Background: an optimization exercise with open tools, aiming at small area. Do not read the settings as production practice.
The RTL was checked by simulation tests, not by an equivalence proof against the original design.
No activity file was given, so power comes from the tool's default toggle rates.

==> inputs of build 5 <==
// pe_cell_ctrl
module pe_cell_ctrl
(
	input  logic       clk,
	input  logic       rst_n,
	input  logic       cs_n,
	input  logic       cvalid,
	input  pe_ctrl_pkg::work_mode_e work_mode,
	input  pe_data_pkg::pe_id_t     pe_id,
	input  pe_data_pkg::trunc_t     reg_data_trunc,
	input  pe_data_pkg::bus_byte_t  wdata,
	input  logic       wdata_valid,
	output logic       wdata_busy,
	output logic       pe_busy,
	output pe_data_pkg::bus_byte_t  rdata,
	output logic       rdata_valid,
	output logic       rdata_last,
	input  logic       rdata_busy,
	output pe_data_pkg::row_vec_t   xin,
	output logic       pulse_in,
	output logic       rst_pe_rram,
	input  logic       pim_ready,
	input  pe_data_pkg::col_vec_t   partial_result
);
	logic       st_load, st_run;    
	logic       rd;                 
	logic [5:0] cnt;
	logic [2:0] plane;
	logic       pim_d1, pim_d2, load_d;
	logic       idle, cmd_ok, take, xfer, pim_rise, pim_fall, start, fire, upd, p0, p7, done_p;
	assign idle       = !st_load && !st_run;
	assign cmd_ok     = !cs_n && cvalid && (work_mode[0] ^ work_mode[1]);
	assign wdata_busy = !st_load;
	assign pe_busy    = !idle;
	assign take       = wdata_valid && st_load;
	assign xfer       = rdata_valid && !rdata_busy;
	assign pim_rise   = pim_d1 & ~pim_d2;
	assign pim_fall   = pim_d2 & ~pim_d1;
	assign start      = st_run & ~load_d;
	assign fire       = start | (st_run & pim_fall & (plane != 3'd7));
	assign upd        = st_run & pim_rise;
	assign p0         = (plane == 3'd0);
	assign p7         = (plane == 3'd7);
	assign done_p     = load_d & ~rst_pe_rram & p7;
	assign rdata_valid = st_run && (!cnt[5] || !(cnt[2] || cnt[0]));
  ...
Settings: LEC_CHECK=0, CAP_MARGIN=20, CELL_PAD_IN_SITES_DETAIL_PLACEMENT=1, CELL_PAD_IN_SITES_GLOBAL_PLACEMENT=2, CORE_AREA=2 2 718 398, DIE_AREA=0 0 720 400, PLACE_DENSITY=0.4, SLEW_MARGIN=20, SYNTH_HIERARCHICAL=1, SYNTH_MINIMUM_KEEP_SIZE=0; clock period 12.5 ns.
standard.sh (not shown) runs the stock make flow with config.mk's settings and CLKGATE_MAP_FILE= SYNTH_SCRIPT=/design/flow/synth_recipe.tcl, a recipe that flattens the netlist after the stock synthesis.
==> flow/flow/run.sh <==
#!/bin/bash
# The standard layout (standard.sh: synthesis to final DEF), with the port
# buffers made of the smallest buffer cell instead of the default choice,
# and no dummy loads in the clock tree.
set -euo pipefail
export BUFFER_PORTS_ARGS="-buffer_cell sky130_fd_sc_hd__buf_1"
export CTS_ARGS="-sink_clustering_enable -repair_clock_nets -dont_use_dummy_load -sink_clustering_size 22 -sink_clustering_max_diameter 100"
bash standard.sh finish > standard.log 2>&1
==> trial 97: changes against build 5 <==
--- a/flow/design.v
+++ b/flow/design.v
@@ -236,20 +236,18 @@
 	input  logic [N-1:0] s,
 	output logic         y
 );
 	localparam int N3 = N / 3;
 	localparam int R  = N % 3;
-	localparam int M  = N3 + (R != 0);
+	localparam int M  = N3 + R;
 	logic [M-1:0] t;
 	for (genvar i = 0; i < N3; i++) begin : g3
 		ao222 u (.a1(d[3*i]), .b1(s[3*i]), .a2(d[3*i+1]), .b2(s[3*i+1]),
 			.a3(d[3*i+2]), .b3(s[3*i+2]), .y(t[i]));
 	end
-	if (R == 2) begin : g2
-		ao22 u (.a1(d[3*N3]), .b1(s[3*N3]), .a2(d[3*N3+1]), .b2(s[3*N3+1]), .y(t[N3]));
-	end else if (R == 1) begin : g1
-		assign t[N3] = ~(d[3*N3] & s[3*N3]);
+	for (genvar i = 0; i < R; i++) begin : g1
+		assign t[N3+i] = ~(d[3*N3+i] & s[3*N3+i]);
 	end
 	assign y = ~&t;
 endmodule
 module hold2 (input logic d, e, q, ne, output logic y);
 	assign y = (d & e) | (q & ne);
@@ -285,10 +283,12 @@
 	logic       rd;                 
 	logic [5:0] cnt;
 	logic [2:0] plane;
 	logic       pim_d1, pim_d2, load_d;
 	logic       idle, cmd_ok, take, xfer, pim_rise, pim_fall, start, fire, upd, p0, p7, done_p;
+	logic       upd_b, upd_n;       
+	logic       par;                
 	assign idle       = !st_load && !st_run;
 	assign cmd_ok     = !cs_n && cvalid && (work_mode[0] ^ work_mode[1]);
 	assign wdata_busy = !st_load;
 	assign pe_busy    = !idle;
 	assign take       = wdata_valid && st_load;
@@ -345,23 +345,23 @@
 	logic [14:0] nt [16];      
 	logic [6:0]  wa, wb;       
 	logic        mid;
 	assign mid = xfer && cnt == 6'd16;
 	for (genvar q = 0; q < 7; q++) begin : g_w
-		assign wa[q] = upd && plane == 3'(q + 1);
-		assign wb[q] = upd_b && plane == 3'(q + 1);
+		assign wa[q] = upd_n && !par && plane == 3'(q + 1);
+		assign wb[q] = upd_n && par && plane == 3'(q + 1);
 	end
 	logic [35:0] bp_d [8];
 	logic [31:0] r0_d;
 	logic        ntake, tm, ntm;
 	logic [6:0]  ha_c, hb_c;   
 	logic        r0a, r0b, hr0a, nr0b;
 	assign ntake = ~take;
 	assign tm    = take | mid;        
 	assign ntm   = ~tm;
-	assign r0a   = upd && p0;
-	assign r0b   = upd_b && p0;
+	assign r0a   = upd_n && !par && p0;
+	assign r0b   = upd_n && par && p0;
 	assign hr0a  = ~(r0a | mid);
 	assign nr0b  = ~r0b;
 	for (genvar q = 0; q < 7; q++) begin : g_hc
 		assign ha_c[q] = ~(tm | wa[q]);
 		assign hb_c[q] = ~(tm | wb[q]);
@@ -402,48 +402,67 @@
 		for (genvar p = 0; p < 8; p++) begin : g_d
 			assign d[p] = bp[p][r];
 		end
 		onehot_sel #(.N(8)) u_sel (.d, .s(psel), .y(xin[r]));
 	end
-	logic        sa, sb, la, lb, x, upd_b, hx_e, nhx;
-	assign x     = p0 | p7;
-	assign sa    = rst_pe_rram & ~rd;         
-	assign sb    = ~rst_pe_rram & ~rd;
-	assign la    = rst_pe_rram & (~rd | p0);
-	assign lb    = ~rst_pe_rram & (~rd | p0);
+	logic        sa, sb, la, lb, x, hy_e, hy_h;
 	assign upd_b = load_d & ~rst_pe_rram;
+	assign upd_n = upd | upd_b;
+	assign hy_e  = upd_n;
+	assign hy_h  = st_run & ~upd_n;
+	assign x     = p0 | p7;
+	assign sa    = ~par & ~rd;
+	assign sb    = par & ~rd;
+	assign la    = ~par & (~rd | p0);
+	assign lb    = par & (~rd | p0);
+	always_ff @(posedge clk or negedge rst_n) begin
+		if (!rst_n) par <= 1'b0;
+		else        par <= ~par;
+	end
 	logic [13:0] hx [16];
 	logic [13:0] hy [16];
-	assign hx_e = upd | upd_b | mid;
-	assign nhx  = ~(upd | upd_b | mid | start);
 	for (genvar g = 0; g < 16; g++) begin : g_acc
 		column_accumulator u_add (
 			.sa, .sb, .la, .lb, .x,
 			.ca(partial_result[g*48 +: 48]), .cb(partial_result[(g+16)*48 +: 48]),
 			.hn(hx[g]), .nt(nt[g])
 		);
-		logic [13:0] dx, dy;
+		logic [13:0] dy;
 		for (genvar i = 0; i < 14; i++) begin : g_h
-			hold2 u_x (.d(hy[g][i]), .e(hx_e), .q(hx[g][i]), .ne(nhx), .y(dx[i]));
-			hold2 u_y (.d(nt[g][i+1]), .e(hx_e), .q(hy[g][i]), .ne(nhx), .y(dy[i]));
+			hold2 u_y (.d(nt[g][i+1]), .e(hy_e), .q(hx[g][i]), .ne(hy_h), .y(dy[i]));
 		end
 		always_ff @(posedge clk) begin
-			hx[g] <= dx;
+			hx[g] <= hy[g];
 			hy[g] <= dy;
 		end
 	end
 	logic [15:0] qsel;   
+	logic [31:0] gsel;   
+	logic [31:0] hsel;   
 	logic [21:0] s, w;
 	for (genvar j = 0; j < 16; j++) begin : g_qsel
 		assign qsel[j] = cnt[3:0] == 4'((j + 1) % 16);
 	end
-	for (genvar b = 0; b < 22; b++) begin : g_out
+	for (genvar g = 0; g < 32; g++) begin : g_gsel
+		assign gsel[g] = cnt[4:0] == 5'((g + 1) % 32);
+	end
+	for (genvar j = 0; j < 16; j++) begin : g_hsel
+		assign hsel[j]      = par ? gsel[j + 16] : gsel[j];
+		assign hsel[j + 16] = par ? gsel[j] : gsel[j + 16];
+	end
+	for (genvar b = 0; b < 14; b++) begin : g_outh
+		logic [31:0] d;
+		for (genvar j = 0; j < 16; j++) begin : g_d
+			assign d[j]      = hx[j][b];
+			assign d[j + 16] = hy[j][b];
+		end
+		onehot_sel #(.N(32)) u_sel (.d, .s(hsel), .y(w[b]));
+	end
+	for (genvar b = 14; b < 22; b++) begin : g_outl
 		logic [15:0] d;
 		for (genvar j = 0; j < 16; j++) begin : g_d
-			if (b < 14) begin : g_h
-				assign d[j] = hx[j][b];
-			end else if (b == 14) begin : g_0
+			if (b == 14) begin : g_0
 				assign d[j] = r0[2*j+1];
 			end else begin : g_l
 				assign d[j] = bp[b - 15][2*j+1];
 			end
 		end
==> build 94: changes against build 5 <==
--- a/flow/design.v
+++ b/flow/design.v
@@ -236,20 +236,18 @@
 	input  logic [N-1:0] s,
 	output logic         y
 );
 	localparam int N3 = N / 3;
 	localparam int R  = N % 3;
-	localparam int M  = N3 + (R != 0);
+	localparam int M  = N3 + R;
 	logic [M-1:0] t;
 	for (genvar i = 0; i < N3; i++) begin : g3
 		ao222 u (.a1(d[3*i]), .b1(s[3*i]), .a2(d[3*i+1]), .b2(s[3*i+1]),
 			.a3(d[3*i+2]), .b3(s[3*i+2]), .y(t[i]));
 	end
-	if (R == 2) begin : g2
-		ao22 u (.a1(d[3*N3]), .b1(s[3*N3]), .a2(d[3*N3+1]), .b2(s[3*N3+1]), .y(t[N3]));
-	end else if (R == 1) begin : g1
-		assign t[N3] = ~(d[3*N3] & s[3*N3]);
+	for (genvar i = 0; i < R; i++) begin : g1
+		assign t[N3+i] = ~(d[3*N3+i] & s[3*N3+i]);
 	end
 	assign y = ~&t;
 endmodule
 module hold2 (input logic d, e, q, ne, output logic y);
 	assign y = (d & e) | (q & ne);
@@ -285,10 +283,12 @@
 	logic       rd;                 
 	logic [5:0] cnt;
 	logic [2:0] plane;
 	logic       pim_d1, pim_d2, load_d;
 	logic       idle, cmd_ok, take, xfer, pim_rise, pim_fall, start, fire, upd, p0, p7, done_p;
+	logic       upd_b, upd_n;       
+	logic       par;                
 	assign idle       = !st_load && !st_run;
 	assign cmd_ok     = !cs_n && cvalid && (work_mode[0] ^ work_mode[1]);
 	assign wdata_busy = !st_load;
 	assign pe_busy    = !idle;
 	assign take       = wdata_valid && st_load;
@@ -345,23 +345,23 @@
 	logic [14:0] nt [16];      
 	logic [6:0]  wa, wb;       
 	logic        mid;
 	assign mid = xfer && cnt == 6'd16;
 	for (genvar q = 0; q < 7; q++) begin : g_w
-		assign wa[q] = upd && plane == 3'(q + 1);
-		assign wb[q] = upd_b && plane == 3'(q + 1);
+		assign wa[q] = upd_n && !par && plane == 3'(q + 1);
+		assign wb[q] = upd_n && par && plane == 3'(q + 1);
 	end
 	logic [35:0] bp_d [8];
 	logic [31:0] r0_d;
 	logic        ntake, tm, ntm;
 	logic [6:0]  ha_c, hb_c;   
 	logic        r0a, r0b, hr0a, nr0b;
 	assign ntake = ~take;
 	assign tm    = take | mid;        
 	assign ntm   = ~tm;
-	assign r0a   = upd && p0;
-	assign r0b   = upd_b && p0;
+	assign r0a   = upd_n && !par && p0;
+	assign r0b   = upd_n && par && p0;
 	assign hr0a  = ~(r0a | mid);
 	assign nr0b  = ~r0b;
 	for (genvar q = 0; q < 7; q++) begin : g_hc
 		assign ha_c[q] = ~(tm | wa[q]);
 		assign hb_c[q] = ~(tm | wb[q]);
@@ -402,48 +402,67 @@
 		for (genvar p = 0; p < 8; p++) begin : g_d
 			assign d[p] = bp[p][r];
 		end
 		onehot_sel #(.N(8)) u_sel (.d, .s(psel), .y(xin[r]));
 	end
-	logic        sa, sb, la, lb, x, upd_b, hx_e, nhx;
-	assign x     = p0 | p7;
-	assign sa    = rst_pe_rram & ~rd;         
-	assign sb    = ~rst_pe_rram & ~rd;
-	assign la    = rst_pe_rram & (~rd | p0);
-	assign lb    = ~rst_pe_rram & (~rd | p0);
+	logic        sa, sb, la, lb, x, hy_e, hy_h;
 	assign upd_b = load_d & ~rst_pe_rram;
+	assign upd_n = upd | upd_b;
+	assign hy_e  = upd_n;
+	assign hy_h  = st_run & ~upd_n;
+	assign x     = p0 | p7;
+	assign sa    = ~par & ~rd;
+	assign sb    = par & ~rd;
+	assign la    = ~par & (~rd | p0);
+	assign lb    = par & (~rd | p0);
+	always_ff @(posedge clk or negedge rst_n) begin
+		if (!rst_n) par <= 1'b0;
+		else        par <= ~par;
+	end
 	logic [13:0] hx [16];
 	logic [13:0] hy [16];
-	assign hx_e = upd | upd_b | mid;
-	assign nhx  = ~(upd | upd_b | mid | start);
 	for (genvar g = 0; g < 16; g++) begin : g_acc
 		column_accumulator u_add (
 			.sa, .sb, .la, .lb, .x,
 			.ca(partial_result[g*48 +: 48]), .cb(partial_result[(g+16)*48 +: 48]),
 			.hn(hx[g]), .nt(nt[g])
 		);
-		logic [13:0] dx, dy;
+		logic [13:0] dy;
 		for (genvar i = 0; i < 14; i++) begin : g_h
-			hold2 u_x (.d(hy[g][i]), .e(hx_e), .q(hx[g][i]), .ne(nhx), .y(dx[i]));
-			hold2 u_y (.d(nt[g][i+1]), .e(hx_e), .q(hy[g][i]), .ne(nhx), .y(dy[i]));
+			hold2 u_y (.d(nt[g][i+1]), .e(hy_e), .q(hx[g][i]), .ne(hy_h), .y(dy[i]));
 		end
 		always_ff @(posedge clk) begin
-			hx[g] <= dx;
+			hx[g] <= hy[g];
 			hy[g] <= dy;
 		end
 	end
 	logic [15:0] qsel;   
+	logic [31:0] gsel;   
+	logic [31:0] hsel;   
 	logic [21:0] s, w;
 	for (genvar j = 0; j < 16; j++) begin : g_qsel
 		assign qsel[j] = cnt[3:0] == 4'((j + 1) % 16);
 	end
-	for (genvar b = 0; b < 22; b++) begin : g_out
+	for (genvar g = 0; g < 32; g++) begin : g_gsel
+		assign gsel[g] = cnt[4:0] == 5'((g + 1) % 32);
+	end
+	for (genvar j = 0; j < 16; j++) begin : g_hsel
+		assign hsel[j]      = par ? gsel[j + 16] : gsel[j];
+		assign hsel[j + 16] = par ? gsel[j] : gsel[j + 16];
+	end
+	for (genvar b = 0; b < 14; b++) begin : g_outh
+		logic [31:0] d;
+		for (genvar j = 0; j < 16; j++) begin : g_d
+			assign d[j]      = hx[j][b];
+			assign d[j + 16] = hy[j][b];
+		end
+		onehot_sel #(.N(32)) u_sel (.d, .s(hsel), .y(w[b]));
+	end
+	for (genvar b = 14; b < 22; b++) begin : g_outl
 		logic [15:0] d;
 		for (genvar j = 0; j < 16; j++) begin : g_d
-			if (b < 14) begin : g_h
-				assign d[j] = hx[j][b];
-			end else if (b == 14) begin : g_0
+			if (b == 14) begin : g_0
 				assign d[j] = r0[2*j+1];
 			end else begin : g_l
 				assign d[j] = bp[b - 15][2*j+1];
 			end
 		end
==> flow/config.mk (replaced) <==
export PLATFORM = sky130hd
export DESIGN_NAME = pe_cell_ctrl
export DESIGN_NICKNAME = pe_cell_ctrl
export VERILOG_FILES = /design/flow/design.v
export SDC_FILE = /design/flow/constraint.sdc
export NUM_CORES = 8
export LEC_CHECK = 0
export CAP_MARGIN = 20
export CELL_PAD_IN_SITES_DETAIL_PLACEMENT = 1
export CELL_PAD_IN_SITES_GLOBAL_PLACEMENT = 1
export CORE_AREA = 2 2 718 398
export DIE_AREA = 0 0 720 400
export PLACE_DENSITY = 0.65
export SLEW_MARGIN = 20
export SYNTH_HIERARCHICAL = 1
export SYNTH_MINIMUM_KEEP_SIZE = 0
==> results.txt <==
Run status: build 5 timing/DRC/antenna clean; build 94 timing/DRC/antenna clean; trial 97 timing/DRC/antenna clean
Number of synthesized register bits: build 5 785; build 94 786; trial 97 786
Highest attainable clock frequency: build 5 113 MHz; build 94 108 MHz; trial 97 109 MHz
Cell area after technology mapping: build 5 54800 um^2; build 94 54000 um^2; trial 97 54000 um^2
Plain + repair buffers: build 5 1722; build 94 1756; trial 97 1770
Post-synthesis compound-gate area fraction: build 5 0.284; build 94 0.265; trial 97 0.265
Post-detailed-routing wire length: build 5 311000 um; build 94 379000 um; trial 97 364000 um
Multi-input logic portion of the cell area: build 5 0.554; build 94 0.541; trial 97 0.542
DRT iter0 DRCs: build 5 5045; build 94 8024; trial 97 7066
Xor/xnor share of the synthesized area: build 5 0.0533; build 94 0.0543; trial 97 0.0543
Synth async-reset ratio: build 5 0.00892; build 94 0.0102; trial 97 0.0102
Per-cell via count in the routed design: build 5 4.94; build 94 5.23; trial 97 5.04
Sinks on the clock net: build 5 785; build 94 786; trial 97 786
Worst setup slack after placement: build 5 3.12 ns; build 94 3.21 ns; trial 97 3.18 ns
All-layer global routing usage: build 5 0.209; build 94 0.252; trial 97 0.244
Critical path destination: build 5 rdata[6]; build 94 rdata[2]; trial 97 rdata[0]
Amount of wire on met2 after detailed routing: build 5 142000 um; build 94 178000 um; trial 97 161000 um
Clock buf/inv share: build 5 0.0165; build 94 0.0170; trial 97 0.0170
Global-route wire length before repair: build 5 429000 um; build 94 490000 um; trial 97 480000 um
Most used cell along the critical path: build 5 -; build 94 sky130_fd_sc_hd__nor2_1; trial 97 sky130_fd_sc_hd__nor2_1
Terminus of the critical flop-to-flop path: build 5 hy[12][12]; build 94 hy[5][12]; trial 97 hy[15][12]
Fraction of area in registers: build 5 0.237; build 94 0.238; trial 97 0.239
Power Sequential: build 5 4.74 mW; build 94 3.38 mW; trial 97 3.39 mW
CP Class: build 5 in -> out; build 94 reg -> out; trial 97 reg -> out

afterwards: timing with drivers on the ports:
The flow's constraints put no driver on any port. The routed layouts listed below were extracted and timed again, unchanged, in two steps. Step 1 assumes that a clkbuf_16 drives the clock port and a buf_2 every other input. Step 2 also shifts input and output timing later by t, the mid clock arrival at the registers, as if the neighbouring blocks saw the same clock. a / b / c = no drivers / after step 1 / after step 2; a / b = the first two.
run | t, ns | slack for setup (ns) | worst setup path after step 2 | worst slew at a driven data input, ns | pins driven straight from the clock port
build 5 | 0.750 | 3.654 / 3.503 / 3.250 | input to register | 0.27 | 1
trial 97 | 0.755 | 3.338 / 3.261 / 3.191 | input to register | 0.21 | 1
build 94 | 0.769 | 3.272 / 3.183 / 3.319 | register to register | 0.36 | 1
After both steps setup and hold are still met in every run listed. The setup slack of build 5, which loses most, moves by -0.151 ns with the drivers and by -0.404 ns with both steps.
